Context: an optimization exercise on an open-source flow, tuned for small area and a short achievable clock period. The choices shown serve that exercise and are no tape-out recipe. RTL that was checked went through simulation tests only; none was proved equivalent to the original. The RTL of runs 1 and 2 was laid out without a check of its function. Power is estimated from default activity; no workload was simulated.

==> flow/design.v <==
package mem_link_pkg;
  localparam int LINK_W    = 68;
  localparam int DATA_W    = 64;
  localparam int V_BIT     = 64;
  localparam int LAST_BIT  = 65;
  localparam int READY_BIT = 66;
  localparam int RSVD_BIT  = 67;
  typedef struct packed {
    logic              rsvd;
    logic              ready_and;
    logic              last;
    logic              v;
    logic [DATA_W-1:0] data;
  } mem_link_t;
  typedef enum logic [3:0] {
    OP_READ  = 4'h0,
    OP_WRITE = 4'h1,
    OP_UNSUP = 4'hF
  } mem_op_e;
  typedef struct packed {
    logic [35:0] rsvd;
    logic [7:0]  id;
    logic [3:0]  len;
    logic [11:0] addr;
    logic [3:0]  opcode;
  } mem_hdr_t;
endpackage
import mem_link_pkg::*;
module mem_link_word_ram #(
  parameter int DEPTH = 16
) (
  input  logic              clk_i,
  input  logic              clr_i,
  input  logic              we_i,
  input  logic [DEPTH-1:0]  sel_i,
  input  logic [DATA_W-1:0] wdata_i,
  output logic [DATA_W-1:0] rdata_o
);
  logic [DATA_W-1:0] mem_q [DEPTH];
  logic [DEPTH-1:0]  vld_q;
  always_ff @(posedge clk_i) begin
    for (int i = 0; i < DEPTH; i++) begin
      if (we_i && sel_i[i]) begin
        mem_q[i] <= wdata_i;
      end
    end
  end
  always_ff @(posedge clk_i) begin
    for (int i = 0; i < DEPTH; i++) begin
      if (clr_i) begin
        vld_q[i] <= 1'b0;
      end else if (we_i && sel_i[i]) begin
        vld_q[i] <= 1'b1;
      end
    end
  end
  always_comb begin
    rdata_o = '0;
    for (int i = 0; i < DEPTH; i++) begin
      rdata_o = rdata_o | ({DATA_W{sel_i[i] & vld_q[i]}} & mem_q[i]);
    end
  end
endmodule
import mem_link_pkg::*;
module mem_link_responder #(
  parameter int DEPTH = 16
) (
  input  logic              clk_i,
  input  logic              reset_n_i,
  input  logic [LINK_W-1:0] mem_fwd_link_i,
  output logic [LINK_W-1:0] mem_fwd_link_o,
  output logic [LINK_W-1:0] mem_rev_link_o
);
  localparam int AW = (DEPTH > 1) ? $clog2(DEPTH) : 1;
  logic st_idle_q, st_rx_q, st_drain_q, st_txh_q, st_txd_q;
  logic st_idle_d, st_rx_d, st_drain_d, st_txh_d, st_txd_d;
  logic rdy_en_q;
  logic is_rd_q, is_wr_q;
  logic [3:0]    len_q;
  logic [7:0]    id_q;
  logic [3:0]    rem_q;
  logic [DEPTH-1:0] ptr_q;
  logic              fwd_rdy_q;
  logic              rev_v_q, rev_last_q;
  logic [DATA_W-1:0] rev_data_q;
  logic              fwd_v_s, fwd_last_s, rev_ready_s;
  logic [DATA_W-1:0] fwd_data_s, rdata_s;
  mem_link_pkg::mem_hdr_t hdr_s;
  logic              unused_s;
  logic hdr_take_s, in_rd_s, in_wr_s, in_oth_s;
  logic rx_take_s, rem_zero_s, we_s;
  logic drain_done_s, rx_done_s;
  logic rev_take_s, ld_mem_s, hold_s;
  logic ld_hdr_in_s, ld_hdr_st_s;
  assign fwd_v_s     = mem_fwd_link_i[V_BIT];
  assign fwd_last_s  = mem_fwd_link_i[LAST_BIT];
  assign rev_ready_s = mem_fwd_link_i[READY_BIT];
  assign fwd_data_s  = mem_fwd_link_i[DATA_W-1:0];
  assign hdr_s       = mem_link_pkg::mem_hdr_t'(fwd_data_s);
  assign unused_s    = ^{mem_fwd_link_i[RSVD_BIT], hdr_s.rsvd, hdr_s.addr[11:AW]};
  assign in_rd_s     = (hdr_s.opcode == OP_READ);
  assign in_wr_s     = (hdr_s.opcode == OP_WRITE);
  assign in_oth_s    = ~in_rd_s & ~in_wr_s;
  assign rem_zero_s  = (rem_q == 4'd0);
  assign hdr_take_s   = st_idle_q & rdy_en_q & fwd_v_s;
  assign rx_take_s    = st_rx_q & fwd_v_s;
  assign we_s         = rx_take_s;
  assign rx_done_s    = rx_take_s & rem_zero_s;
  assign drain_done_s = st_drain_q & fwd_v_s & fwd_last_s;
  assign rev_take_s   = (st_txh_q | st_txd_q) & rev_ready_s;
  mem_link_word_ram #(
    .DEPTH (DEPTH)
  ) u_ram (
    .clk_i   (clk_i),
    .clr_i   (~reset_n_i),
    .we_i    (we_s),
    .sel_i   (ptr_q),
    .wdata_i (fwd_data_s),
    .rdata_o (rdata_s)
  );
  always_comb begin
    st_idle_d  = st_idle_q & ~hdr_take_s;
    st_rx_d    = st_rx_q & ~rx_done_s;
    st_drain_d = st_drain_q & ~drain_done_s;
    st_txh_d   = st_txh_q & ~rev_ready_s;
    st_txd_d   = st_txd_q & ~(rev_ready_s & rem_zero_s);
    if (hdr_take_s) begin
      if (in_wr_s) begin
        st_rx_d = 1'b1;
      end else if (in_rd_s || fwd_last_s) begin
        st_txh_d = 1'b1;
      end else begin
        st_drain_d = 1'b1;
      end
    end
    if (rx_done_s || drain_done_s) begin
      st_txh_d = 1'b1;
    end
    if (st_txh_q && rev_ready_s) begin
      if (is_rd_q) begin
        st_txd_d = 1'b1;
      end else begin
        st_idle_d = 1'b1;
      end
    end
    if (st_txd_q && rev_ready_s && rem_zero_s) begin
      st_idle_d = 1'b1;
    end
  end
  assign ld_mem_s    = rev_take_s & ((st_txh_q & is_rd_q) | (st_txd_q & ~rem_zero_s));
  assign hold_s      = (st_txh_q | st_txd_q) & ~rev_ready_s;
  assign ld_hdr_in_s = hdr_take_s & (in_rd_s | (in_oth_s & fwd_last_s));
  assign ld_hdr_st_s = rx_done_s | drain_done_s;
  always_ff @(posedge clk_i) begin
    if (!reset_n_i) begin
      st_idle_q  <= 1'b1;
      st_rx_q    <= 1'b0;
      st_drain_q <= 1'b0;
      st_txh_q   <= 1'b0;
      st_txd_q   <= 1'b0;
      rdy_en_q   <= 1'b0;
    end else begin
      st_idle_q  <= st_idle_d;
      st_rx_q    <= st_rx_d;
      st_drain_q <= st_drain_d;
      st_txh_q   <= st_txh_d;
      st_txd_q   <= st_txd_d;
      rdy_en_q   <= 1'b1;
    end
  end
  always_ff @(posedge clk_i) begin
    if (hdr_take_s) begin
      is_rd_q <= in_rd_s;
      is_wr_q <= in_wr_s;
      len_q   <= hdr_s.len;
      id_q    <= hdr_s.id;
    end
  end
  always_ff @(posedge clk_i) begin
    if (hdr_take_s) begin
      rem_q <= hdr_s.len;
      ptr_q <= DEPTH'(1) << hdr_s.addr[AW-1:0];
    end else begin
      if (rx_take_s || (ld_mem_s && st_txd_q)) begin
        rem_q <= rem_q - 4'd1;
      end
      if (rx_take_s || ld_mem_s) begin
        ptr_q <= {ptr_q[DEPTH-2:0], ptr_q[DEPTH-1]};
      end
    end
  end
  logic [DATA_W-1:0] hdr_in_s, hdr_st_s;
  assign hdr_in_s = {36'd0, hdr_s.id, hdr_s.len, 12'd0, in_rd_s ? 4'h0 : 4'hF};
  assign hdr_st_s = {36'd0, id_q, len_q, 12'd0, is_wr_q ? 4'h1 : 4'hF};
  always_ff @(posedge clk_i) begin
    if (!reset_n_i) begin
      fwd_rdy_q  <= 1'b0;
      rev_v_q    <= 1'b0;
      rev_last_q <= 1'b0;
      rev_data_q <= '0;
    end else begin
      fwd_rdy_q  <= st_idle_d | st_rx_d | st_drain_d;
      rev_v_q    <= st_txh_d | st_txd_d;
      if (!hold_s) begin
        rev_last_q <= (ld_hdr_in_s & ~in_rd_s) | ld_hdr_st_s |
                      (ld_mem_s & (st_txh_q ? (len_q == 4'd0) : (rem_q == 4'd1)));
        rev_data_q <= ({DATA_W{ld_mem_s}} & rdata_s) |
                      ({DATA_W{ld_hdr_in_s}} & hdr_in_s) |
                      ({DATA_W{ld_hdr_st_s}} & hdr_st_s);
      end
    end
  end
  always_comb begin
    mem_fwd_link_o            = '0;
    mem_fwd_link_o[READY_BIT] = fwd_rdy_q;
    mem_rev_link_o            = '0;
    mem_rev_link_o[DATA_W-1:0] = rev_data_q;
    mem_rev_link_o[V_BIT]      = rev_v_q;
    mem_rev_link_o[LAST_BIT]   = rev_last_q;
  end
endmodule
==> flow/run.sh <==
#!/bin/bash
# synth_recipe.tcl (not shown) runs the flow's synth.tcl, then flattens the netlist and writes it again
# the make line also repeats each setting of config.mk as NAME=value (left out here)
make -C /OpenROAD-flow-scripts/flow DESIGN_CONFIG=/design/flow/config.mk WORK_HOME=/design/flow/orfs CLKGATE_MAP_FILE= SYNTH_SCRIPT=/design/flow/synth_recipe.tcl finish
==> flow/config.mk <==
export PLATFORM = sky130hd
export DESIGN_NAME = mem_link_responder
export DESIGN_NICKNAME = mem_link_responder
export VERILOG_FILES = /design/flow/design.v
export SDC_FILE = /design/flow/constraint.sdc
export NUM_CORES = 4
export LEC_CHECK = 0
export ABC_CLOCK_PERIOD_IN_PS = 2300
export CAP_MARGIN = 20
export CORE_MARGIN = 2
export CORE_UTILIZATION = 40
export SETUP_SLACK_MARGIN = 2.8
export SLEW_MARGIN = 20
==> flow/constraint.sdc <==
create_clock -name core_clock -period 5.2 [get_ports {clk_i}]
set_input_delay 1.0400 -clock core_clock [delete_from_list [all_inputs] [get_ports {clk_i}]]
set_output_delay 1.0400 -clock core_clock [all_outputs]
set_load 0.01 [all_outputs]
==> out/results.ini, run 1 <==
[power]
pwr-share-clk_pct = 43.0
combPwrFrac_pct = 1.9
p_switching_mw = 3.72
sequentialPowerShare_pct = 55.1
p_per_area_nw_per_um2 = 381
power.internal_mw = 14.7
switching_share_pct = 20.2
p_leak_nw = 15.5
p_total_mw = 18.4
ir_drop_uv = 243

[placement]
place_area_um2 = 44400
dpl.hpwl_um = 56700
place_ws_ps = 1340
dp.cells = 3790
portBuffers = 135
routabilityCongestion = 0.774

[logic_synthesis]
yosysUniqueCellTypes = 49
synth_top_family_by_area = compound AO/OA/AOI/OAI gates
synth_mux_area_share_pct = 0
synth_edf_count = 1058
synth.avg_cell_area_um2 = 17.5
yosys-top-cells-area = edfxtp_1 (76%), a22oi_1 (8.2%), dfxtp_1 (4.3%), nand4_1 (1.4%), buf_4 (1.4%)
yosys_warnings = 3
synth.top_cells.by_count = edfxtp_1 (1058), a22oi_1 (452), nand2_1 (110)
synth_top_area_cell = edfxtp_1
synth-simple-area-share_pct = 3.75
synth_compound_area_share_pct = 12.6
ys_seq_area_share_pct = 80.6
async_reset_ff_share_pct = 0
syn-cell-area_um2 = 41600
ys_seq_elements = 1147
synth-xor-area-share_pct = 0.0421
synth_top_area_share_pct = 76.3
yosysMostFrequentCell = edfxtp_1
synth-main-ff-cell = edfxtp_1
syn_inst = 2380
synth_fa_ha_area_share_pct = 0.0601

[routing]
wl_um = 127000
num_vias = 24500
vias_per_cell = 6.06
first_pass_iters = 5
wire_per_inst_um = 31.4
drc = 0
ant_nets = 0
drt-initial-drc-count = 3606

[layout]
fin_cells = 4047
syn_to_final_growth_pct = 16.3
nNetsFinal = 2633
design_area_um2 = 48400
layout-drive-gt1-share_pct = 13.0

[min_path]
hold_depth = 2
holdPathEnd = rev_data_q[5]$_SDFFE_PN0N_
worstHoldPathType = reg2reg
hold_start = rev_data_q[5]$_SDFFE_PN0N_

[setup_path]
worst_r2r_endpoint = rev_data_q[0]$_SDFFE_PN0N_
end_kind = flip-flop
worstPathArrival_ps = 3110
critPathMaxFanout = 28
reg2reg_depth = 5
critPathKind = reg2reg
r2r_slack_ps = 2730
crit-reg2reg-launch = ptr_q[0]$_DFFE_PP_
crit_path_start_kind = flip-flop
crit_required_ps = 5840

[die]
fp.dieH_um = 327
coreArea_um2 = 103000
dieArea_um2 = 107000
num_io_pins = 206
fp.dieW_um = 327
start_util_pct = 40.3
rows = 118

[clock_network]
clk_latency_ps = 710
clk_pin_slew_worst_paths_ps = 60
cts_root_buf = clkbuf_16
cts_max_level = 3
cts_max_path_buffers = 3
numCtsBuffers = 112
clock_sink_count = 1147
cts_tree = yes

[timing]
setup_violations = 0
grt_setup_unrepaired = yes
worstMarginPinSlew_ps = 1070
min_period_ps = 2470
fin_tns_setup_ps = 0
finalWorstSetupSlack_ps = 2730
skew_ps = 31.7
fmax_mhz = 405
slew_violations = 0
fin_crit_sh_pct = 47.4
hold_violations = 0
slew_headroom_pct = 28.3

[status]
status = finished clean

[grt]
grt-ovfl-total = 0
grt_pass1_wl_um = 174000
grt_pass1_vias = 23800
grt_max_degree = 66
track_usage_pct = 22.8
antenna_found_initial = 11

[flow_run]
maxCapViolCount = 0

==> layout make-up <==
| class | count | area, µm² |
|---|---|---|
| clock inverter | 59 | 512 |
| tap | 1380 | 1730 |
| clock buffer | 154 | 3080 |
| inverter | 8 | 37.5 |
| multi-input combinational | 1103 | 7500 |
| antenna | 7 | 17.5 |
| sequential | 1147 | 33600 |
| timing repair buffer | 189 | 1930 |
| fill | 8695 | 54900 |
==> state kept, by name (all words and copies together), names as in the netlist, 4 cells and up <==
signal,cells
id_q,8
len_q,4
ptr_q,16
rem_q,4
rev_data_q,64
u_ram.mem_q,1024
u_ram.vld_q,16
==> placed cells by master, fill, tap and decap left out, types with 8 or more instances in the layout <==
cell	n
and3_4	16
and3_1	21
buf_6	10
and2_2	15
buf_4	27
o21ai_0	54
clkbuf_8	8
a22o_1	32
nand2_1	108
dfxtp_1	69
a22oi_1	452
dlygate4sd2_1	46
o41ai_1	10
clkbuf_1	32
and3_2	11
a21oi_1	66
edfxtp_1	1058
dfxtp_2	14
clkinv_2	21
nand4_1	92
o21a_1	16
buf_12	15
conb_1	69
and2_4	18
clkinv_1	21
o31ai_1	23
a221oi_1	27
clkdlybuf4s15_2	10
clkdlybuf4s15_1	11
clkdlybuf4s50_1	60
clkbuf_16	114
==> stage by stage <==
| stage | hold slack, ps | util [%] |
|---|---|---|
| final | 450 | 46.8 |
| after global routing | 469 | 46.8 |
| after CTS | 453 | 46.7 |
| after detailed placement | 446 | 43.0 |
| after global placement | 447 | 43.0 |
| after floorplan | 432 | - |
==> worst max-delay path by stage <==
stage	cells after the start	start	to	slack [ps]
6_report	5	ptr_q[0]$_DFFE_PP_	rev_data_q[0]$_SDFFE_PN0N_	2730
4_1_cts	6	ptr_q[3]$_DFFE_PP_	rev_data_q[3]$_SDFFE_PN0N_	2680
3_3_place_gp	5	mem_fwd_link_i[64]	rev_data_q[20]$_SDFFE_PN0N_	1120
2_1_floorplan	2	mem_fwd_link_i[64]	u_ram.mem_q[10][0]$_DFFE_PP_	2700
5_1_grt	5	ptr_q[0]$_DFFE_PP_	rev_data_q[3]$_SDFFE_PN0N_	2740
3_5_place_dp	6	mem_fwd_link_i[64]	rev_data_q[3]$_SDFFE_PN0N_	1340
==> critical path, stage by stage, from the launching register on <==
cell and delay, ps:
edfxtp_1 810, and2_2 290, buf_4 490, a221oi_1 180, a41oi_1 380, o221a_2 240
==> logic make-up (layout without fill, tap and decap cells) <==
logic type / after synthesis / count (layout)
buffers and inverters: 225 / 410
flip-flops: 1147 / 1147
AND/OR/NAND/NOR: 294 / 321
adder cells (fa/ha/maj): 2 / 2
AO/OA/AOI/OAI: 709 / 709
other: 1 / 76
XOR/XNOR: 2 / 2
==> layer usage <==
metal	track usage [%]	wire, µm	up-vias
met3	4.55	13100	241
met5	0	87	-
met1	31.2	50400	12700
met4	7.04	3810	14
li1	-	-	10100
met2	36.8	59500	1522
==> power by group through the flow <==
stage          sequential (mW)  combinational (mW)  clock (mW)
2_1_floorplan             10.3               0.154           0
3_3_place_gp              10.3               0.325           0
3_5_place_dp              10.3               0.340           0
4_1_cts                   10.1               0.345        7.98
5_1_grt                   10.1               0.381        8.35
6_report                  10.2               0.353        7.91
==> timing repair <==
action,4_1_cts,5_1_grt
gates resized for setup,152,29
hold buffers,0,0
pin swaps,17,6
cloned,20,7
setup endpoints to repair,1197,180
buffers inserted,4,6
==> run 2, diff against run 1 <==
--- a/flow/config.mk
+++ b/flow/config.mk
@@ -10,3 +10,4 @@
 export CORE_MARGIN = 2
-export CORE_UTILIZATION = 40
+export CORE_UTILIZATION = 65
+export PLACE_DENSITY = 0.75
 export SETUP_SLACK_MARGIN = 2.8
==> run 2 against run 1 <==
Cell count down 13%. Critical path depth unchanged. Power grew 2.0%. Register-to-register slack worse by 50 ps. Design area decreased by 0.93%. Setup slack got worse by 49 ps. Hold slack worse by 2.3 ps. Largest power group unchanged. Global-route usage increased by 14 points. Critical endpoint is now rev_data_q[1]$_SDFFE_PN0N_. Flip-flop and latch count stayed put. Clock skew decreased by 1.4 ps.
==> out/results.ini, run 2 <==
[layout]
nNetsFinal = 2646
layout-drive-gt1-share_pct = 13.2
final_cell_mix = edfxtp_1 (1058), a22oi_1 (452), clkbuf_16 (112)
syn_to_final_growth_pct = 15.2
largest_reg_flops = 1024
reg_top3 = u_ram.mem_q x1024, rev_data_q x64
final_common_cell = edfxtp_1
top_register = u_ram.mem_q

[setup_path]
worstPathArrival_ps = 3140
cp_num_buf_inv = 1
crit_required_ps = 5830
critPathKind = reg2reg
critPathMaxFanout = 16
worstPathCellList = and2_4 > buf_4 > a221oi_1 > a41oi_1 > o221a_2
end_kind = flip-flop
crit_path_start_kind = flip-flop
cp_top_family = compound AO/OA/AOI/OAI gates
cp_slowest_cell = dfxtp_1
cpPeakStageDelay_ps = 650

[min_path]
worstHoldPathType = reg2reg

[die]
fp.dieH_um = 257
num_io_pins = 206
dieArea_um2 = 66100
rows = 92
start_util_pct = 65.9
coreArea_um2 = 63200
fp.dieW_um = 257

[logic_synthesis]
synth_edf_count = 1058
synth.top_cells.by_count = edfxtp_1 (1058), a22oi_1 (452), nand2_1 (110)
ys_seq_elements = 1147
ys_seq_area_share_pct = 80.6
synth_top_area_share_pct = 76.3
yosys_warnings = 3
synth.avg_cell_area_um2 = 17.5
async_reset_ff_share_pct = 0
syn_inst = 2380
syn-cell-area_um2 = 41600
synth_top_area_cell = edfxtp_1
yosysMostFrequentCell = edfxtp_1
yosys-top-cells-area = edfxtp_1 (76%), a22oi_1 (8.2%), dfxtp_1 (4.3%), nand4_1 (1.4%), buf_4 (1.4%)
synth-main-ff-cell = edfxtp_1
yosysUniqueCellTypes = 49

[grt]
grt_busiest_layer = met2
grtUsageMet1_pct = 50.4
grt_pass1_wl_um = 173000
antenna_found_initial = 9
grt_pass1_vias = 24600
grt-ovfl-total = 0
grt_max_degree = 66
gr-usage-met3_pct = 11.4
grt_use_met2_pct = 54.8
track_usage_pct = 37.0

[clock_network]
cts_root_buf = clkbuf_16
numCtsBuffers = 109
clock_sink_count = 1147
cts_tree = yes
cts_max_level = 3
clk_latency_ps = 680
clk_pin_slew_worst_paths_ps = 60
cts_max_path_buffers = 3
holdBufCountCts = 0

[power]
p_per_area_nw_per_um2 = 392
ir_drop_uv = 422
p_leak_nw = 15.7

[timing]
slew_headroom_pct = 29.9
fin_crit_sh_pct = 48.4
grt_setup_unrepaired = no
skew_ps = 30.3
fin_tns_setup_ps = 0
setup_violations = 0
fmax_mhz = 397
slew_violations = 0
worstMarginPinSlew_ps = 1050
hold_violations = 0
min_period_ps = 2520
whs_ps = 448

[routing]
wire_per_inst_um = 35.8
drc = 0
wl_um = 126000
first_pass_iters = 7
vias_per_cell = 7.31
ant_nets = 0
drt-initial-drc-count = 4623
num_vias = 25800

[flow_run]
maxCapViolCount = 0

[placement]
routabilityCongestion = 0.806
dpl.hpwl_um = 52600
portBuffers = 135

[status]
status = finished clean

run 2: changes by cell type in the layout (fill, tap and decap cells not counted), sizes merged:
cell and change:
and3 +4, clkbuf -16, clkdlybuf4s50 +1, and2 +6
dlymetal6s2s -1, clkinv +2, dlygate4sd2 +14, bufinv +10
clkdlybuf4s15 -14, buf +4, diode +2, clkinvlp +1
inv -1
run 2: layout make-up:
cell class	count	area (µm²)
antenna	9	22.5
clock buffer	136	2950
clock inverter	71	810
fill	3431	15200
inverter	8	35.0
multi-input combinational	1113	7570
sequential	1147	33600
tap	846	1060
timing repair buffer	195	1940
run 2: final timing paths:
kind                                     from                          end  slack [ps]  cells past startpoint
setup reg to reg  u_ram.vld_q[0]$_SDFFE_PN0P_   rev_data_q[1]$_SDFFE_PN0N_        2680                      5
setup / recovery  u_ram.vld_q[0]$_SDFFE_PN0P_   rev_data_q[1]$_SDFFE_PN0N_        2680                      5
hold reg to reg   rev_data_q[45]$_SDFFE_PN0N_  rev_data_q[45]$_SDFFE_PN0N_         450                      2
hold / removal    rev_data_q[45]$_SDFFE_PN0N_  rev_data_q[45]$_SDFFE_PN0N_         450                      2
run 2: cells by family after synthesis:
family                   share of synthesized area [%]
flip-flops                                        80.6
AO/OA/AOI/OAI                                     12.6
AND/OR/NAND/NOR                                   3.75
buffers and inverters                             2.91
XOR/XNOR                                        0.0421
adder cells (fa/ha/maj)                         0.0601
other                                          0.00901
run 2: routing by layer:
metal	share of wire (%)	wire length, µm
met5	0.023	29
met4	6.2	7850
met3	16	20600
met2	44	55700
met1	33	41900
run 2: through the flow:
stage	setup WS, ps	util, %	std cells	area, µm²	power, mW
2_1_floorplan	2700	-	2448	42000	10.5
3_3_place_gp	1270	69.2	3256	43800	10.6
3_5_place_dp	1180	69.2	3256	43800	10.7
4_1_cts	2780	75.6	3498	47800	18.8
5_1_grt	2800	75.9	3518	47900	19.2
6_report	2680	75.9	3525	48000	18.8
run 2: power breakdown:
group / internal (mW) / leakage (nW) / switching (mW)
clock network: 4.87 / 1.84 / 3.40
registers: 10.1 / 10.2 / 0.0405
logic: 0.0928 / 3.62 / 0.270
total: 15.1 / 15.7 / 3.71
run 2: worst register-to-register path: cells and delay by family (launching register included):
kind	cells	cell delay (ps)
DFF	1	650
AOI/OAI and AO/OA	3	940
buffers and inverters	1	400
and+or+nand+nor	1	500
run 2: repair_timing:
item | in CTS | in global routing
hold endpoints to repair | 0 | 0
setup buffers | 7 | 9
endpoints found under the setup margin | 1219 | 135
resized for setup | 110 | 23
gates cloned | 28 | 9
pin swaps | 25 | 10
==> run 3, diff against run 2 <==
--- a/flow/design.v
+++ b/flow/design.v
@@ -29,3 +29,4 @@
 module mem_link_word_ram #(
-  parameter int DEPTH = 16
+  parameter int DEPTH = 16,
+  parameter int AW    = 4
 ) (
@@ -34,5 +35,7 @@
   input  logic              we_i,
-  input  logic [DEPTH-1:0]  sel_i,
+  input  logic [AW-1:0]     waddr_i,
   input  logic [DATA_W-1:0] wdata_i,
-  output logic [DATA_W-1:0] rdata_o
+  input  logic [AW-1:0]     raddr_i,
+  output logic [DATA_W-1:0] rdata_o,
+  output logic              rvld_o
 );
@@ -42,3 +45,3 @@
     for (int i = 0; i < DEPTH; i++) begin
-      if (we_i && sel_i[i]) begin
+      if (we_i && (waddr_i == AW'(i))) begin
         mem_q[i] <= wdata_i;
@@ -51,3 +54,3 @@
         vld_q[i] <= 1'b0;
-      end else if (we_i && sel_i[i]) begin
+      end else if (we_i && (waddr_i == AW'(i))) begin
         vld_q[i] <= 1'b1;
@@ -56,8 +59,4 @@
   end
-  always_comb begin
-    rdata_o = '0;
-    for (int i = 0; i < DEPTH; i++) begin
-      rdata_o = rdata_o | ({DATA_W{sel_i[i] & vld_q[i]}} & mem_q[i]);
-    end
-  end
+  assign rdata_o = mem_q[raddr_i];
+  assign rvld_o  = vld_q[raddr_i];
 endmodule
@@ -81,3 +80,3 @@
   logic [3:0]    rem_q;
-  logic [DEPTH-1:0] ptr_q;
+  logic [AW-1:0] ptr_q;
   logic              fwd_rdy_q;
@@ -87,2 +86,3 @@
   logic [DATA_W-1:0] fwd_data_s, rdata_s;
+  logic              rvld_s;
   mem_link_pkg::mem_hdr_t hdr_s;
@@ -111,3 +111,4 @@
   mem_link_word_ram #(
-    .DEPTH (DEPTH)
+    .DEPTH (DEPTH),
+    .AW    (AW)
   ) u_ram (
@@ -116,5 +117,7 @@
     .we_i    (we_s),
-    .sel_i   (ptr_q),
+    .waddr_i (ptr_q),
     .wdata_i (fwd_data_s),
-    .rdata_o (rdata_s)
+    .raddr_i (ptr_q),
+    .rdata_o (rdata_s),
+    .rvld_o  (rvld_s)
   );
@@ -181,3 +184,3 @@
       rem_q <= hdr_s.len;
-      ptr_q <= DEPTH'(1) << hdr_s.addr[AW-1:0];
+      ptr_q <= hdr_s.addr[AW-1:0];
     end else begin
@@ -187,3 +190,3 @@
       if (rx_take_s || ld_mem_s) begin
-        ptr_q <= {ptr_q[DEPTH-2:0], ptr_q[DEPTH-1]};
+        ptr_q <= ptr_q + AW'(1);
       end
@@ -206,3 +209,3 @@
                       (ld_mem_s & (st_txh_q ? (len_q == 4'd0) : (rem_q == 4'd1)));
-        rev_data_q <= ({DATA_W{ld_mem_s}} & rdata_s) |
+        rev_data_q <= ({DATA_W{ld_mem_s & rvld_s}} & rdata_s) |
                       ({DATA_W{ld_hdr_in_s}} & hdr_in_s) |
--- a/flow/config.mk
+++ b/flow/config.mk
@@ -7,8 +7,5 @@
 export LEC_CHECK = 0
-export ABC_CLOCK_PERIOD_IN_PS = 2300
 export CAP_MARGIN = 20
 export CORE_MARGIN = 2
-export CORE_UTILIZATION = 65
-export PLACE_DENSITY = 0.75
-export SETUP_SLACK_MARGIN = 2.8
+export CORE_UTILIZATION = 40
 export SLEW_MARGIN = 20
==> run 3 against run 2 <==
Still clean. Area after synthesis grew 3.1%. Power up 3.7%. Fmax shrank 41%. Via count grew 0.99%. Global-route usage down 14 points. Wire length is 4.6% higher. Cell count grew 21%. First-iteration DRC count decreased by 23%. Critical path type unchanged. Critical endpoint is now rev_data_q[47]$_SDFFE_PN0N_.
==> out/results.ini, run 3 <==
[placement]
place_ws_ps = 1090
dpl.hpwl_um = 71200
portBuffers = 135
routabilityCongestion = 0.809

[timing]
whs_ps = 462
setup_violations = 0
hold_violations = 0
min_period_ps = 4300
fin_crit_sh_pct = 82.7
finalWorstSetupSlack_ps = 900
slew_headroom_pct = 17.0
worstMarginPinSlew_ps = 1240
grt_setup_unrepaired = no
fmax_mhz = 233
skew_ps = 29.5
slew_violations = 0

[logic_synthesis]
yosysUniqueCellTypes = 76
synth_edf_count = 1046
synth_top_area_cell = edfxtp_1
synth.top_cells.by_count = edfxtp_1 (1046), a22oi_1 (156), nand2_1 (132)
syn_inst = 2585
yosys_warnings = 3
ys_seq_area_share_pct = 77.4
async_reset_ff_share_pct = 0
synth.avg_cell_area_um2 = 16.6
yosys-top-cells-area = edfxtp_1 (73%), dfxtp_1 (4.2%), a22oi_1 (2.7%), a221oi_1 (2.0%), buf_4 (1.5%)
synth_top_area_share_pct = 73.2
ys_seq_elements = 1135
yosysMostFrequentCell = edfxtp_1
syn-cell-area_um2 = 42900
synth-main-ff-cell = edfxtp_1

[status]
status = finished clean

[layout]
syn_to_final_growth_pct = 15.8
layout-drive-gt1-share_pct = 12.8
reg_top3 = u_ram.mem_q x1024, rev_data_q x64, u_ram.vld_q x16
final_common_cell = edfxtp_1
n_fill_cell = 8977
largest_reg_flops = 1024
final_cell_mix = edfxtp_1 (1046), a22oi_1 (156), clkdlybuf4s50_1 (135)
top_register = u_ram.mem_q
nNetsFinal = 2827

[routing]
first_pass_iters = 6
wire_per_inst_um = 30.9
drc = 0
wl_um = 132000
ant_nets = 0
vias_per_cell = 6.11
num_vias = 26000
drt-initial-drc-count = 3549

[setup_path]
end_kind = flip-flop
worstPathArrival_ps = 4900
crit_cells = 9
worstPathCellList = inv_1 > ha_4 > inv_2 > nor2_2 > buf_4 > a22oi_1 > o2111ai_1 > o22ai_1 > o21ai_0
cp_slowest_cell = nor2_2
critPathKind = reg2reg
cp_num_buf_inv = 3
cpPeakStageDelay_ps = 1040
reg2reg_depth = 9
critPathMaxFanout = 29
cp_top_family = buffers and inverters
r2r_slack_ps = 900
crit_path_start_kind = flip-flop
crit_required_ps = 5800

[clock_network]
clk_latency_ps = 710
holdBufCountCts = 0
clock_sink_count = 1135
cts-resized-gates = 0
numCtsBuffers = 113
clk_pin_slew_worst_paths_ps = 60
cts_root_buf = clkbuf_16
cts_max_level = 3
cts_max_path_buffers = 3
post_cts_buffers = 0
cts_tree = yes

[grt]
antenna_found_initial = 10
grt_pass1_wl_um = 185000
grt-ovfl-total = 0
track_usage_pct = 23.4
grt_max_degree = 63
grt_pass1_vias = 25400

[power]
ir_drop_uv = 273
p_leak_nw = 15.7
pwr-share-clk_pct = 42.2
p_per_area_nw_per_um2 = 392
sequentialPowerShare_pct = 51.4
switching_share_pct = 22.3
power.internal_mw = 15.1
p_total_mw = 19.5
p_switching_mw = 4.34
combPwrFrac_pct = 6.4

[die]
start_util_pct = 40.2
num_io_pins = 206
coreArea_um2 = 107000
fp.dieH_um = 331
dieArea_um2 = 110000
rows = 120
fp.dieW_um = 331

[flow_run]
maxCapViolCount = 0

[min_path]
hold_depth = 2
worstHoldPathType = reg2reg

-- run 3: routing by layer --
| layer | GRT usage, % | vias to the layer above | wire [µm] |
|---|---|---|---|
| met1 | 31.6 | 13400 | 52200 |
| met3 | 4.86 | 259 | 13600 |
| met5 | 0 | - | 32 |
| met2 | 38.0 | 1605 | 61800 |
| met4 | 7.51 | 6 | 4260 |
| li1 | - | 10700 | - |
-- run 3: final cells by class --
type	count	area, µm²	share of cell area [%]
clock buffer	152	3130	6.30
timing repair buffer	230	2210	4.46
clock inverter	63	641	1.29
inverter	13	51.3	0.103
multi-input combinational	1258	8700	17.5
tap	1403	1760	3.53
sequential	1135	33200	66.8
antenna	4	10.0	0.0201
-- run 3: per-stage QoR --
step / utilization [%] / cell area (µm²) / instances / setup TNS (ps)
2_1_floorplan: - / 43200 / 2653 / -921650
3_3_place_gp: 43.0 / 45900 / 4039 / 0
3_5_place_dp: 43.0 / 45900 / 4039 / 0
4_1_cts: 46.5 / 49700 / 4254 / 0
5_1_grt: 46.5 / 49700 / 4256 / 0
6_report: 46.5 / 49700 / 4258 / 0
-- run 3: power groups by stage --
| stage | Combinational [mW] | Sequential [mW] | Clock (mW) |
|---|---|---|---|
| 2_1_floorplan | 0.695 | 10.2 | 0 |
| 3_3_place_gp | 1.21 | 10.2 | 0 |
| 3_5_place_dp | 1.23 | 10.2 | 0 |
| 4_1_cts | 1.24 | 10.0 | 8.30 |
| 5_1_grt | 1.32 | 10.0 | 8.64 |
| 6_report | 1.26 | 10.0 | 8.22 |
-- run 3: logic make-up after synthesis --
kind of cell               share of synthesized area, %
AOI/OAI and AO/OA                                  12.9
xor gates and xnor gates                         0.0817
adders and majority gates                         0.175
buffers and inverters                              3.48
DFF                                                77.4
muxes                                              2.51
other                                           0.00874
and+or+nand+nor                                    3.51
-- run 3: path summary, 6_finish.rpt --
| kind | from | end |
|---|---|---|
| setup / recovery | ptr_q[0]$_DFFE_PP_ | rev_data_q[47]$_SDFFE_PN0N_ |
| hold / removal | rev_data_q[43]$_SDFFE_PN0N_ | rev_data_q[43]$_SDFFE_PN0N_ |
| setup reg to reg | ptr_q[0]$_DFFE_PP_ | rev_data_q[47]$_SDFFE_PN0N_ |
| hold reg to reg | rev_data_q[43]$_SDFFE_PN0N_ | rev_data_q[43]$_SDFFE_PN0N_ |
-- run 3: worst register-to-register path: stages (launching register included) --
cell and delay [ps]:
edfxtp_1 700, inv_1 300, ha_4 550, inv_2 400, nor2_2 1050, buf_4 460
a22oi_1 150, o2111ai_1 160, o22ai_1 240, o21ai_0 200
==> run 4, diff against run 3 <==
--- a/flow/design.v
+++ b/flow/design.v
@@ -29,4 +29,3 @@
 module mem_link_word_ram #(
-  parameter int DEPTH = 16,
-  parameter int AW    = 4
+  parameter int DEPTH = 16
 ) (
@@ -35,28 +34,50 @@
   input  logic              we_i,
-  input  logic [AW-1:0]     waddr_i,
+  input  logic [DEPTH-1:0]  pos_i,
   input  logic [DATA_W-1:0] wdata_i,
-  input  logic [AW-1:0]     raddr_i,
-  output logic [DATA_W-1:0] rdata_o,
-  output logic              rvld_o
+  output logic [DATA_W-1:0] rdata_o
 );
-  logic [DATA_W-1:0] mem_q [DEPTH];
+  localparam int HALF = DEPTH / 2;
+  logic [DATA_W-1:0] ring_q [DEPTH];
   logic [DEPTH-1:0]  vld_q;
-  always_ff @(posedge clk_i) begin
-    for (int i = 0; i < DEPTH; i++) begin
-      if (we_i && (waddr_i == AW'(i))) begin
-        mem_q[i] <= wdata_i;
-      end
-    end
-  end
-  always_ff @(posedge clk_i) begin
-    for (int i = 0; i < DEPTH; i++) begin
-      if (clr_i) begin
-        vld_q[i] <= 1'b0;
-      end else if (we_i && (waddr_i == AW'(i))) begin
-        vld_q[i] <= 1'b1;
-      end
-    end
-  end
-  assign rdata_o = mem_q[raddr_i];
-  assign rvld_o  = vld_q[raddr_i];
+  logic [DATA_W-1:0] wbuf_q;
+  logic [HALF-1:0]   wsel_q;
+  logic              wbuf_v_q;
+  logic [HALF-1:0]   ins_s;
+  logic [DATA_W-1:0] ins_data_s;
+  logic              odd_s;
+  always_comb begin
+    odd_s = 1'b0;
+    for (int k = 0; k < HALF; k++) begin
+      ins_s[k] = (we_i & pos_i[2*k]) | wsel_q[k];
+      odd_s    = odd_s | pos_i[2*k+1];
+    end
+  end
+  assign ins_data_s = wbuf_v_q ? wbuf_q : wdata_i;
+  always_ff @(posedge clk_i) begin
+    for (int k = 0; k < HALF; k++) begin
+      ring_q[2*k]   <= ins_s[k] ? ins_data_s : ring_q[2*k+1];
+      ring_q[2*k+1] <= ring_q[(2*k+2) % DEPTH];
+    end
+    wbuf_q <= wdata_i;
+  end
+  always_ff @(posedge clk_i) begin
+    if (clr_i) begin
+      vld_q    <= '0;
+      wsel_q   <= '0;
+      wbuf_v_q <= 1'b0;
+    end else begin
+      for (int k = 0; k < HALF; k++) begin
+        vld_q[2*k]   <= ins_s[k] | vld_q[2*k+1];
+        vld_q[2*k+1] <= vld_q[(2*k+2) % DEPTH];
+        wsel_q[k]    <= we_i & pos_i[2*k+1];
+      end
+      wbuf_v_q <= we_i & odd_s;
+    end
+  end
+  always_comb begin
+    rdata_o = '0;
+    for (int p = 0; p < DEPTH; p++) begin
+      rdata_o = rdata_o | ({DATA_W{pos_i[(p+DEPTH-1) % DEPTH] & vld_q[p]}} & ring_q[p]);
+    end
+  end
 endmodule
@@ -80,3 +101,4 @@
   logic [3:0]    rem_q;
-  logic [AW-1:0] ptr_q;
+  logic [DEPTH-1:0] pos_q;
+  logic [AW-1:0]    base_q;
   logic              fwd_rdy_q;
@@ -86,3 +108,2 @@
   logic [DATA_W-1:0] fwd_data_s, rdata_s;
-  logic              rvld_s;
   mem_link_pkg::mem_hdr_t hdr_s;
@@ -111,4 +132,3 @@
   mem_link_word_ram #(
-    .DEPTH (DEPTH),
-    .AW    (AW)
+    .DEPTH (DEPTH)
   ) u_ram (
@@ -117,7 +137,5 @@
     .we_i    (we_s),
-    .waddr_i (ptr_q),
+    .pos_i   (pos_q),
     .wdata_i (fwd_data_s),
-    .raddr_i (ptr_q),
-    .rdata_o (rdata_s),
-    .rvld_o  (rvld_s)
+    .rdata_o (rdata_s)
   );
@@ -174,2 +192,9 @@
   always_ff @(posedge clk_i) begin
+    if (!reset_n_i) begin
+      base_q <= '0;
+    end else begin
+      base_q <= base_q - AW'(1);
+    end
+  end
+  always_ff @(posedge clk_i) begin
     if (hdr_take_s) begin
@@ -184,3 +209,3 @@
       rem_q <= hdr_s.len;
-      ptr_q <= hdr_s.addr[AW-1:0];
+      pos_q <= DEPTH'(1) << AW'(hdr_s.addr[AW-1:0] + base_q);
     end else begin
@@ -189,4 +214,4 @@
       end
-      if (rx_take_s || ld_mem_s) begin
-        ptr_q <= ptr_q + AW'(1);
+      if (!(rx_take_s || ld_mem_s)) begin
+        pos_q <= {pos_q[0], pos_q[DEPTH-1:1]};
       end
@@ -209,3 +234,3 @@
                       (ld_mem_s & (st_txh_q ? (len_q == 4'd0) : (rem_q == 4'd1)));
-        rev_data_q <= ({DATA_W{ld_mem_s & rvld_s}} & rdata_s) |
+        rev_data_q <= ({DATA_W{ld_mem_s}} & rdata_s) |
                       ({DATA_W{ld_hdr_in_s}} & hdr_in_s) |
--- a/flow/config.mk
+++ b/flow/config.mk
@@ -7,2 +7,3 @@
 export LEC_CHECK = 0
+export ABC_CLOCK_PERIOD_IN_PS = 2300
 export CAP_MARGIN = 20
@@ -10,2 +11,3 @@
 export CORE_UTILIZATION = 40
+export SETUP_SLACK_MARGIN = 2.8
 export SLEW_MARGIN = 20
==> run 4 against run 3 <==
Clock skew increased by 6.2 ps. Critical endpoint is now rev_data_q[14]$_SDFFE_PN0N_. First-iteration DRC count decreased by 11%. Flip-flop and latch count up 89. Non-clock buffer count is the same. Cell count increased by 22%. Register-to-register slack better by 1900 ps. Synthesized cell count increased by 44%. Sequential power increased by 6%. Power grew 4.7%. Combinational power down 37%. Hold slack lost 140 ps. Fmax grew 77%.
==> out/results.ini, run 4 <==
[die]
dieArea_um2 = 101000
fp.dieH_um = 317
rows = 114
start_util_pct = 40.5
num_io_pins = 206
fp.dieW_um = 317
coreArea_um2 = 97000

[timing]
finalWorstSetupSlack_ps = 2770
fmax_mhz = 412
skew_ps = 35.7
hold_violations = 0
setup_violations = 0
worstMarginPinSlew_ps = 1100
min_period_ps = 2430
slew_violations = 0
slew_headroom_pct = 26.8
grt_setup_unrepaired = yes
fin_crit_sh_pct = 46.7
fin_tns_setup_ps = 0
whs_ps = 324

[logic_synthesis]
synth-xor-area-share_pct = 0.179
async_reset_ff_share_pct = 0
yosysUniqueCellTypes = 57
yosysMostFrequentCell = dfxtp_1
synth-main-ff-cell = dfxtp_1
yosys-top-cells-area = dfxtp_1 (61%), a22oi_1 (7.9%), a21oi_1 (7.3%), nor2_1 (5.2%), edfxtp_1 (2.6%)
synth_top_area_cell = dfxtp_1
synth_mux_area_share_pct = 1.63
synth_top_area_share_pct = 60.7
synth_compound_area_share_pct = 20.1
synth_fa_ha_area_share_pct = 0.242
synth.top_cells.by_count = dfxtp_1 (1190), a21oi_1 (570), nor2_1 (541)
synth_edf_count = 34
ys_seq_elements = 1224
synth-simple-area-share_pct = 9.45
synth.avg_cell_area_um2 = 10.5
synth_top_family_by_area = compound AO/OA/AOI/OAI gates
yosys_warnings = 3
syn-cell-area_um2 = 39200
syn_inst = 3720
ys_seq_area_share_pct = 63.3

[routing]
wl_met3_um = 11600
met1Wirelength_um = 57200
first_pass_iters = 6
drt-initial-drc-count = 3147
wl_um = 131000
drc = 0
wire_per_inst_um = 25.1
met2_wirelength_um = 58500
vias_per_cell = 5.70
maxUsedRoutingLayer = met5
ant_nets = 0
num_vias = 29700

[power]
p_total_mw = 20.4
ir_drop_uv = 366
p_per_area_nw_per_um2 = 442
p_leak_nw = 18.1

[setup_path]
r2r_slack_ps = 2770
end_kind = flip-flop
worstPathArrival_ps = 2970
worst_r2r_endpoint = rev_data_q[14]$_SDFFE_PN0N_
critPathKind = reg2reg
crit-reg2reg-launch = pos_q[5]$_DFFE_PP_
crit_required_ps = 5740
reg2reg_depth = 6
crit_path_start_kind = flip-flop
critPathMaxFanout = 32

[layout]
nNetsFinal = 3906
top_register = u_ram.ring_q
design_area_um2 = 46100
syn_to_final_growth_pct = 17.5
reg_top3 = u_ram.ring_q x1024, rev_data_q x64, u_ram.wbuf_q x64
final_common_cell = dfxtp_1
largest_reg_flops = 1024
layout-drive-gt1-share_pct = 11.4
final_cell_mix = dfxtp_1 (1182), a21oi_1 (568), nor2_1 (541)

[grt]
grt-ovfl-total = 0
grt_max_degree = 80
grt_pass1_vias = 28600
antenna_found_initial = 6
track_usage_pct = 25.2
grt_pass1_wl_um = 189000

[clock_network]
cts_root_buf = clkbuf_16
numCtsBuffers = 118
cts_max_path_buffers = 3
clk_latency_ps = 710
clk_pin_slew_worst_paths_ps = 60
clock_sink_count = 1224
cts_max_level = 3
cts_tree = yes
holdBufCountCts = 0

[placement]
portBuffers = 135
place_area_um2 = 41100
dpl.hpwl_um = 64100
routabilityCongestion = 0.782
place_ws_ps = 1370

[min_path]
holdPathEnd = u_ram.ring_q[9][1]$_DFF_P_
hold_start = u_ram.ring_q[10][1]$_DFF_P_
hold_depth = 0
worstHoldPathType = reg2reg

[status]
status = finished clean

[flow_run]
maxCapViolCount = 0

==> run 4: metal layers <==
metal	GRT usage, %	up-vias
met1	35.5	14600
li1	-	13400
met4	7.46	2
met5	0	-
met3	4.30	242
met2	39.8	1468
==> run 4: worst max-delay path, stage by stage (launching register included) <==
cell and delay, ps:
edfxtp_1 490, and2_4 410, buf_6 360, a22oi_1 200, nand3_1 120, o41ai_2 550, a21oi_1 130
==> run 4: area by class of cell <==
cell class              instances  area [µm²]
fillers                      8907       50900
flip-flops and latches       1224       24900
multi-input cells            2242       13200
clock buffers                 171        3580
repair buffers                230        2210
well taps                    1276        1600
clock inverters                47         568
inverters                      12        50.0
diodes                          3        7.51
repair inverters                1        5.00
==> run 4: power by group <==
group          internal, mW  total (mW)  switching (mW)
clock                  5.28        9.02            3.74
sequential             10.1        10.6           0.439
combinational         0.338       0.794           0.457
total                  15.8        20.4            4.64
==> run 4: worst max-delay path by stage <==
stage | startpoint | to | slack (ps) | cells after the start
6_report | pos_q[5]$_DFFE_PP_ | rev_data_q[14]$_SDFFE_PN0N_ | 2770 | 6
5_1_grt | pos_q[5]$_DFFE_PP_ | rev_data_q[14]$_SDFFE_PN0N_ | 2710 | 6
4_1_cts | rev_data_q[12]$_SDFFE_PN0N_ | mem_rev_link_o[12] | 2800 | 1
3_5_place_dp | mem_fwd_link_i[64] | u_ram.ring_q[14][6]$_DFF_P_ | 1370 | 5
3_3_place_gp | mem_fwd_link_i[64] | u_ram.ring_q[14][8]$_DFF_P_ | 1390 | 5
2_1_floorplan | mem_fwd_link_i[4] | pos_q[12]$_DFFE_PP_ | 2790 | 6
==> run 4: timing repair <==
item / in CTS / in global routing
gates cloned: 26 / 3
setup endpoints to repair: 706 / 176
resized for setup: 160 / 44
hold endpoints to repair: 0 / 0
pin swaps: 20 / 4
setup buffers: 34 / 16
==> run 4: cell families (layout without fill, tap and decap cells) <==
logic type	count (synthesis)	in the layout
AO/OA/AOI/OAI	1203	1209
XOR/XNOR	8	8
adder cells (fa/ha/maj)	7	7
buffers and inverters	349	461
flip-flops	1224	1224
multiplexers	64	64
other	1	72
AND/OR/NAND/NOR	864	885
==> run 4: per-stage QoR <==
step | instances | util, %
after floorplan | 3788 | -
after global placement | 4906 | 42.4
after detailed placement | 4906 | 42.4
after CTS | 5184 | 47.4
after global routing | 5203 | 47.5
final | 5206 | 47.5
==> run 5, diff against run 4 <==
--- a/flow/design.v
+++ b/flow/design.v
@@ -35,2 +35,3 @@
   input  logic [DEPTH-1:0]  pos_i,
+  input  logic [DEPTH-1:0]  pos_nxt_i,
   input  logic [DATA_W-1:0] wdata_i,
@@ -40,3 +41,4 @@
   logic [DATA_W-1:0] ring_q [DEPTH];
-  logic [DEPTH-1:0]  vld_q;
+  logic [DEPTH-1:0]  vld_q, vld_d;
+  logic [DEPTH-1:0]  rsel_q;
   logic [DATA_W-1:0] wbuf_q;
@@ -62,5 +64,16 @@
   end
+  always_comb begin
+    for (int k = 0; k < HALF; k++) begin
+      vld_d[2*k]   = ~clr_i & (ins_s[k] | vld_q[2*k+1]);
+      vld_d[2*k+1] = ~clr_i & vld_q[(2*k+2) % DEPTH];
+    end
+  end
+  always_ff @(posedge clk_i) begin
+    vld_q <= vld_d;
+    for (int p = 0; p < DEPTH; p++) begin
+      rsel_q[p] <= pos_nxt_i[(p+DEPTH-1) % DEPTH] & vld_d[p];
+    end
+  end
   always_ff @(posedge clk_i) begin
     if (clr_i) begin
-      vld_q    <= '0;
       wsel_q   <= '0;
@@ -69,5 +82,3 @@
       for (int k = 0; k < HALF; k++) begin
-        vld_q[2*k]   <= ins_s[k] | vld_q[2*k+1];
-        vld_q[2*k+1] <= vld_q[(2*k+2) % DEPTH];
-        wsel_q[k]    <= we_i & pos_i[2*k+1];
+        wsel_q[k] <= we_i & pos_i[2*k+1];
       end
@@ -79,3 +90,3 @@
     for (int p = 0; p < DEPTH; p++) begin
-      rdata_o = rdata_o | ({DATA_W{pos_i[(p+DEPTH-1) % DEPTH] & vld_q[p]}} & ring_q[p]);
+      rdata_o = rdata_o | ({DATA_W{rsel_q[p]}} & ring_q[p]);
     end
@@ -101,3 +112,3 @@
   logic [3:0]    rem_q;
-  logic [DEPTH-1:0] pos_q;
+  logic [DEPTH-1:0] pos_q, pos_d;
   logic [AW-1:0]    base_q;
@@ -138,2 +149,3 @@
     .pos_i   (pos_q),
+    .pos_nxt_i (pos_d),
     .wdata_i (fwd_data_s),
@@ -198,2 +210,14 @@
   end
+  always_comb begin
+    if (hdr_take_s) begin
+      pos_d = DEPTH'(1) << AW'(hdr_s.addr[AW-1:0] + base_q);
+    end else if (rx_take_s || ld_mem_s) begin
+      pos_d = pos_q;
+    end else begin
+      pos_d = {pos_q[0], pos_q[DEPTH-1:1]};
+    end
+  end
+  always_ff @(posedge clk_i) begin
+    pos_q <= pos_d;
+  end
   always_ff @(posedge clk_i) begin
@@ -209,10 +233,4 @@
       rem_q <= hdr_s.len;
-      pos_q <= DEPTH'(1) << AW'(hdr_s.addr[AW-1:0] + base_q);
-    end else begin
-      if (rx_take_s || (ld_mem_s && st_txd_q)) begin
-        rem_q <= rem_q - 4'd1;
-      end
-      if (!(rx_take_s || ld_mem_s)) begin
-        pos_q <= {pos_q[0], pos_q[DEPTH-1:1]};
-      end
+    end else if (rx_take_s || (ld_mem_s && st_txd_q)) begin
+      rem_q <= rem_q - 4'd1;
     end
--- a/flow/config.mk
+++ b/flow/config.mk
@@ -11,2 +11,4 @@
 export CORE_UTILIZATION = 40
+export CTS_CLUSTER_DIAMETER = 100
+export CTS_CLUSTER_SIZE = 30
 export SETUP_SLACK_MARGIN = 2.8
==> run 5 against run 4 <==
Sequential share of layout area grew 4.2 points. Clock skew grew 7.1 ps. Cell count shrank 5.5%. Area after synthesis is essentially flat. Combinational power shrank 17%. Clock-buffer cell count shrank 113. Via count shrank 5.2%. Hold slack gained 8.7 ps. Setup slack gained 35 ps. Utilization shrank 3.0 points.
==> out/results.ini, run 5 <==
[logic_synthesis]
synth-main-ff-cell = dfxtp_1
synth_top_area_share_pct = 62.4
yosysUniqueCellTypes = 53
syn-cell-area_um2 = 39200
syn_inst = 3630
yosys-top-cells-area = dfxtp_1 (62%), a21oi_1 (6.7%), nor2_1 (5.8%), a22o_1 (5.6%), a221oi_1 (5.5%)
ys_seq_elements = 1240
yosysMostFrequentCell = dfxtp_1
ys_seq_area_share_pct = 63.8
async_reset_ff_share_pct = 0
synth_edf_count = 18
synth.avg_cell_area_um2 = 10.8
yosys_warnings = 3
synth.top_cells.by_count = dfxtp_1 (1222), nor2_1 (604), a21oi_1 (521)
synth_top_area_cell = dfxtp_1

[setup_path]
critPathKind = reg2reg
crit_path_start_kind = flip-flop
end_kind = flip-flop
r2r_slack_ps = 2810
worstPathArrival_ps = 2880
crit_required_ps = 5690
critPathMaxFanout = 28
reg2reg_depth = 3

[power]
p_per_area_nw_per_um2 = 361
ir_drop_uv = 265
p_leak_nw = 16.3

[routing]
ant_nets = 0
met2_wirelength_um = 53600
num_vias = 28100
wl_met3_um = 8930
first_pass_iters = 5
met1Wirelength_um = 54000
maxUsedRoutingLayer = met5
drc = 0
drt-initial-drc-count = 2629
wire_per_inst_um = 24.2
vias_per_cell = 5.72
wl_um = 119000

[layout]
n_fill_cell = 9085
final_core_util_pct = 44.6
nNetsFinal = 3708
final_common_cell = dfxtp_1
top_register = u_ram.ring_q
multi_input_area_um2 = 13000
layout-drive-gt1-share_pct = 6.72
seq_area_um2 = 25100
largest_reg_flops = 1024
reg_top3 = u_ram.ring_q x1024, rev_data_q x64, u_ram.wbuf_q x64
final_cell_mix = dfxtp_1 (1189), nor2_1 (601), a21oi_1 (521)
syn_to_final_growth_pct = 10.1

[die]
start_util_pct = 40.5
fp.dieH_um = 317
num_io_pins = 206
coreArea_um2 = 96900
dieArea_um2 = 101000
rows = 114
fp.dieW_um = 317

[clock_network]
cts_max_level = 2
clk_latency_ps = 650
clk_pin_slew_worst_paths_ps = 110
clock_sink_count = 1240
cts_max_path_buffers = 3
holdBufCountCts = 0
cts_root_buf = clkbuf_16
cts_tree = yes
numCtsBuffers = 48

[timing]
fin_tns_setup_ps = 0
setup_violations = 0
grt_setup_unrepaired = yes
slew_headroom_pct = 20.3
fin_crit_sh_pct = 46.0
hold_violations = 0
slew_violations = 0
fmax_mhz = 418
skew_ps = 42.8
worstMarginPinSlew_ps = 1160
min_period_ps = 2390

[grt]
grt_pass1_vias = 26900
grt_max_degree = 65
antenna_found_initial = 3
track_usage_pct = 23.1
grt_pass1_wl_um = 175000
grt-ovfl-total = 0

[min_path]
worstHoldPathType = reg2reg
hold_depth = 0

[placement]
routabilityCongestion = 0.793
portBuffers = 135
dpl.hpwl_um = 62600

[status]
status = finished clean

[flow_run]
maxCapViolCount = 0

## run 5: cell types whose count changed after synthesis, moves of 15 or more
| cell | previous run | this run |
|---|---|---|
| edfxtp_1 | 34 | 18 |
| buf_2 | 161 | 176 |
| nand2_1 | 141 | 34 |
| dfxtp_1 | 1190 | 1222 |
| a21oi_1 | 570 | 521 |
| mux2i_1 | 64 | 80 |
| buf_6 | 25 | 3 |
| a22oi_1 | 412 | 64 |
| o31ai_1 | 26 | 0 |
| and3_1 | 47 | 8 |
| buf_4 | 75 | 90 |
| a221oi_1 | 36 | 248 |
| a22o_1 | 58 | 251 |
| nor2_1 | 541 | 604 |
## run 5: what timing repair did
action | in CTS | in global routing
pin swaps | 11 | 3
cloned | 15 | 0
setup endpoints to repair | 683 | 153
resized for setup | 141 | 29
setup buffers | 16 | 5
## run 5: layout make-up
cell class / instances / share of cell area, %
inverters: 11 / 0.107
diodes: 2 / 0.0116
well taps: 1276 / 3.70
flip-flops and latches: 1240 / 58.1
repair buffers: 205 / 4.67
repair inverters: 1 / 0.0116
clock buffers: 58 / 2.97
multi-input cells: 2124 / 30.2
clock inverters: 5 / 0.238
## run 5: cells by family (layout without fill, tap and decap cells)
| kind of cell | count (synthesis) | after routing | synth area share [%] |
|---|---|---|---|
| adders and majority gates | 7 | 7 | 0.243 |
| muxes | 80 | 80 | 2.04 |
| DFF | 1240 | 1240 | 63.8 |
| other | 1 | 71 | 0.00957 |
| xor gates and xnor gates | 9 | 10 | 0.201 |
| buffers and inverters | 348 | 280 | 4.85 |
| AOI/OAI and AO/OA | 1177 | 1189 | 20.6 |
| and+or+nand+nor | 768 | 769 | 8.23 |
## run 5: final timing paths
kind	startpoint	to
worst min register to register	u_ram.ring_q[0][10]$_DFF_P_	u_ram.ring_q[15][10]$_DFF_P_
worst max-delay path	u_ram.wbuf_v_q$_SDFF_PN0_	u_ram.ring_q[8][6]$_DFF_P_
worst min-delay path	u_ram.ring_q[0][10]$_DFF_P_	u_ram.ring_q[15][10]$_DFF_P_
worst max register to register	u_ram.wbuf_v_q$_SDFF_PN0_	u_ram.ring_q[8][6]$_DFF_P_
## run 5: per-stage QoR
step	hold slack (ps)	instance area (µm²)	std cells	total power, mW	setup slack (ps)
final	332	43200	4922	15.6	2810
after global routing	339	43200	4920	16.1	2690
after CTS	335	43100	4915	15.6	2780
after detailed placement	336	41200	4821	10.9	1340
after global placement	332	41200	4821	10.9	1350
after floorplan	331	39500	3698	10.7	2650
## run 5: where the power goes
group / total, mW / switching (mW) / internal, mW
clock: 4.77 / 2.93 / 1.84
sequential: 10.2 / 0.248 / 9.92
combinational: 0.658 / 0.386 / 0.272
total: 15.6 / 3.56 / 12.0
## run 5: worst max-delay path: stages, from the launching register on
cell and delay, ps:
dfxtp_4 790, buf_4 490, mux2i_1 770, a21oi_1 140
## run 5: routing by layer
metal | vias to the layer above | track usage (%)
li1 | 12900 | -
met1 | 14000 | 33.0
met2 | 1076 | 36.4
met3 | 155 | 3.85
met4 | 2 | 5.47
met5 | - | 0
==> run 6, diff against run 5 <==
--- a/flow/design.v
+++ b/flow/design.v
@@ -43,5 +43,5 @@
   logic [DEPTH-1:0]  rsel_q;
-  logic [DATA_W-1:0] wbuf_q;
-  logic [HALF-1:0]   wsel_q;
-  logic              wbuf_v_q;
+  logic [DATA_W-1:0] wbuf1_q, wbuf2_q;
+  logic [HALF-1:0]   sel1_q, sel2a_q, sel2_q;
+  logic              use1_q;
   logic [HALF-1:0]   ins_s;
@@ -52,3 +52,3 @@
     for (int k = 0; k < HALF; k++) begin
-      ins_s[k] = (we_i & pos_i[2*k]) | wsel_q[k];
+      ins_s[k] = sel1_q[k] | sel2_q[k];
       odd_s    = odd_s | pos_i[2*k+1];
@@ -56,3 +56,3 @@
   end
-  assign ins_data_s = wbuf_v_q ? wbuf_q : wdata_i;
+  assign ins_data_s = use1_q ? wbuf1_q : wbuf2_q;
   always_ff @(posedge clk_i) begin
@@ -62,3 +62,4 @@
     end
-    wbuf_q <= wdata_i;
+    wbuf1_q <= wdata_i;
+    wbuf2_q <= wbuf1_q;
   end
@@ -78,9 +79,13 @@
     if (clr_i) begin
-      wsel_q   <= '0;
-      wbuf_v_q <= 1'b0;
+      sel1_q  <= '0;
+      sel2a_q <= '0;
+      sel2_q  <= '0;
+      use1_q  <= 1'b0;
     end else begin
       for (int k = 0; k < HALF; k++) begin
-        wsel_q[k] <= we_i & pos_i[2*k+1];
-      end
-      wbuf_v_q <= we_i & odd_s;
+        sel1_q[k]  <= we_i & pos_i[2*k+1];
+        sel2a_q[k] <= we_i & pos_i[(2*k+2) % DEPTH];
+      end
+      sel2_q <= sel2a_q;
+      use1_q <= we_i & odd_s;
     end
--- a/flow/config.mk
+++ b/flow/config.mk
@@ -7,3 +7,3 @@
 export LEC_CHECK = 0
-export ABC_CLOCK_PERIOD_IN_PS = 2300
+export ABC_CLOCK_PERIOD_IN_PS = 2000
 export CAP_MARGIN = 20
@@ -12,4 +12,4 @@
 export CTS_CLUSTER_DIAMETER = 100
-export CTS_CLUSTER_SIZE = 30
-export SETUP_SLACK_MARGIN = 2.8
+export CTS_CLUSTER_SIZE = 28
+export SETUP_SLACK_MARGIN = 3.1
 export SLEW_MARGIN = 20
==> run 6 against run 5 <==
Still clean on timing, DRC and antenna. Clock skew grew 11 ps. Sequential share of layout area grew 0.53 points. Area after synthesis is 3.3% higher. Clock power grew 9.2%. Non-clock buffer count grew 33. Synthesized cell count rose by 2.3%. Sequential power barely moved. Hold slack worse by 8.4 ps. Register-to-register slack improved by 330 ps. Fmax increased by 6.8%. Clock-buffer cell count rose by 2. Critical path type is now reg2out. Largest cell class unchanged.
==> out/results.ini, run 6 <==
[flow_run]
maxCapViolCount = 0

[routing]
first_pass_iters = 6
drt-initial-drc-count = 2819
ant_nets = 0
vias_per_cell = 5.68
drc = 0
wl_um = 129000
wire_per_inst_um = 25.2
num_vias = 29100

[layout]
fin_cells = 5116
n_fill_cell = 9238
layout-drive-gt1-share_pct = 11.3
final_cell_mix = dfxtp_1 (1217), nor2_1 (590), a21oi_1 (531)
top_register = u_ram.ring_q
syn_to_final_growth_pct = 12.8
design_area_um2 = 45700
final_core_util_pct = 45.6
final_common_cell = dfxtp_1
largest_reg_flops = 1024
nNetsFinal = 3824

[timing]
finalWorstSetupSlack_ps = 2960
hold_violations = 0
grt_setup_unrepaired = yes
min_period_ps = 2240
fmax_mhz = 446
slew_headroom_pct = 28.0
slew_violations = 0
setup_violations = 0
worstMarginPinSlew_ps = 1050
fin_crit_sh_pct = 43.1
skew_ps = 53.3
fin_tns_setup_ps = 0
whs_ps = 324

[placement]
routabilityCongestion = 0.780
dpl.hpwl_um = 64800
place_ws_ps = 1460
dp.cells = 4978
place_area_um2 = 42700
portBuffers = 135

[clock_network]
numCtsBuffers = 55
clk_latency_ps = 690
cts_root_buf = clkbuf_16
cts_tree = yes
clk_pin_slew_worst_paths_ps = 110
holdBufCountCts = 0
cts_max_level = 2
cts_max_path_buffers = 3
clock_sink_count = 1320

[grt]
track_usage_pct = 23.7
antenna_found_initial = 4
grt-ovfl-total = 0
grt_pass1_wl_um = 183000
grt_pass1_vias = 27700
grt_max_degree = 62

[setup_path]
crit_required_ps = 4160
cp_top_family = flip-flops
cp_num_buf_inv = 1
crit-reg2reg-launch = u_ram.rsel_q[7]$_DFF_P_
cpPeakStageDelay_ps = 400
worstPathArrival_ps = 1200
critPathKind = reg2out
crit_path_start_kind = flip-flop
critPathLaunch = rev_data_q[63]$_SDFFE_PN0N_
cp_slowest_cell = dfxtp_4
end_kind = output port
worstPathCellList = buf_6
critPathMaxFanout = 2

[logic_synthesis]
yosys_warnings = 3
synth-main-ff-cell = dfxtp_1
synth.avg_cell_area_um2 = 10.9
synth_top_area_cell = dfxtp_1
synth.top_cells.by_count = dfxtp_1 (1302), nor2_1 (592), a21oi_1 (533)
syn_inst = 3714
syn-cell-area_um2 = 40500
ys_seq_elements = 1320
ys_seq_area_share_pct = 65.7
yosysMostFrequentCell = dfxtp_1
yosys-top-cells-area = dfxtp_1 (64%), a21oi_1 (6.6%), nor2_1 (5.5%), a221oi_1 (5.2%), a22o_1 (5.0%)
synth_top_area_share_pct = 64.4
synth_edf_count = 18
async_reset_ff_share_pct = 0
yosysUniqueCellTypes = 52

[die]
coreArea_um2 = 100000
dieArea_um2 = 104000
start_util_pct = 40.4
fp.dieW_um = 322
fp.dieH_um = 322
num_io_pins = 206
rows = 116

[min_path]
hold_start = u_ram.ring_q[10][39]$_DFF_P_
worstHoldPathType = reg2reg

[power]
p_total_mw = 16.3
p_per_area_nw_per_um2 = 356
ir_drop_uv = 253
p_leak_nw = 17.2

[status]
status = finished clean

## run 6: cells by family after synthesis
kind of cell | count (synthesis) | share of synthesized area (%)
xor+xnor | 6 | 0.148
flops | 1320 | 65.7
other cells | 1 | 0.00926
compound gates | 1184 | 20.0
buf+inv | 345 | 4.06
simple gates | 787 | 8.24
fa+ha+maj | 7 | 0.235
mux | 64 | 1.58
## run 6: final timing paths
path	endpoint	slack, ps	cells past startpoint
min reg2reg	u_ram.ring_q[9][39]$_DFF_P_	320	0
max	mem_rev_link_o[63]	2960	1
min	u_ram.ring_q[9][39]$_DFF_P_	320	0
max reg2reg	rev_data_q[0]$_SDFFE_PN0N_	3140	5
## run 6: final cells by class
cell class / instances / area, µm² / area share (%)
clock inverter: 7 / 151 / 0.331
multi-input combinational: 2123 / 12900 / 28.3
clock buffer: 60 / 1400 / 3.05
timing repair buffer: 238 / 2650 / 5.81
sequential: 1320 / 26800 / 58.7
antenna: 2 / 5.00 / 0.0110
inverter: 9 / 42.5 / 0.0931
tap: 1357 / 1700 / 3.72
## run 6: timing repair
action | 4_1_cts | 5_1_grt
cloned | 3 | 3
endpoints found under the setup margin | 516 | 251
resized for setup | 527 | 31
buffers inserted | 51 | 12
pin swaps | 12 | 11
## run 6: worst reg2reg max path, stage by stage, from the launching register on
cell	delay [ps]
dfxtp_4	650
buf_8	420
a22oi_1	150
and3_1	220
a31oi_1	310
o221a_2	250
## run 6: routing by layer
| metal | wire, µm | vias up | global-route usage [%] |
|---|---|---|---|
| met3 | 11100 | 181 | 4.29 |
| met2 | 57100 | 1307 | 37.2 |
| met4 | 3530 | 2 | 6.43 |
| met5 | 13 | - | 0 |
| li1 | - | 13200 | - |
| met1 | 57200 | 14400 | 33.4 |
## run 6: power breakdown
| part | switching (mW) | leakage [nW] | total (mW) | internal (mW) |
|---|---|---|---|---|
| Clock | 3.19 | 0.750 | 5.21 | 2.02 |
| Sequential | 0.162 | 10.8 | 10.5 | 10.4 |
| Combinational | 0.305 | 5.68 | 0.519 | 0.214 |
| Total | 3.66 | 17.2 | 16.3 | 12.6 |

## port drivers added, routing unchanged
No port has a modelled driver above. Below, the same layouts with a new extraction and two added sets of constraints.
Step 1 sets driving cells, clkbuf_16 on the clock port and buf_2 on the other inputs (assumed; they add their load-dependent delay and slew).
Step 2 times the ports against the registers' clock, not the clock port: input delays grow and output delays shrink by t, the midpoint of the rising clock arrivals with the driver on.
Three values: no drivers, after step 1, after step 2; two values: the first two.
| run | t, ns | slack for setup (ns) | worst setup path at the end | worst data-port slew with drivers (ns) |
|---|---|---|---|---|
| run 1 | 0.763 | 2.734 / 2.734 / 2.043 | input to register | 0.13 |
| run 2 | 0.730 | 2.684 / 2.684 / 2.107 | input to register | 0.13 |
| run 3 | 0.762 | 0.900 / 0.900 / 0.900 | register to register | 0.15 |
| run 4 | 0.759 | 2.771 / 2.771 / 2.017 | input to register | 0.11 |
| run 5 | 0.694 | 2.806 / 2.776 / 2.181 | input to register | 0.06 |
| run 6 | 0.734 | 2.958 / 2.892 / 2.427 | input to register | 0.11 |
After both steps every run listed still meets setup and hold. The setup slack of run 4, which loses most, moves by 0.000 ns with the drivers and by -0.754 ns with both steps.
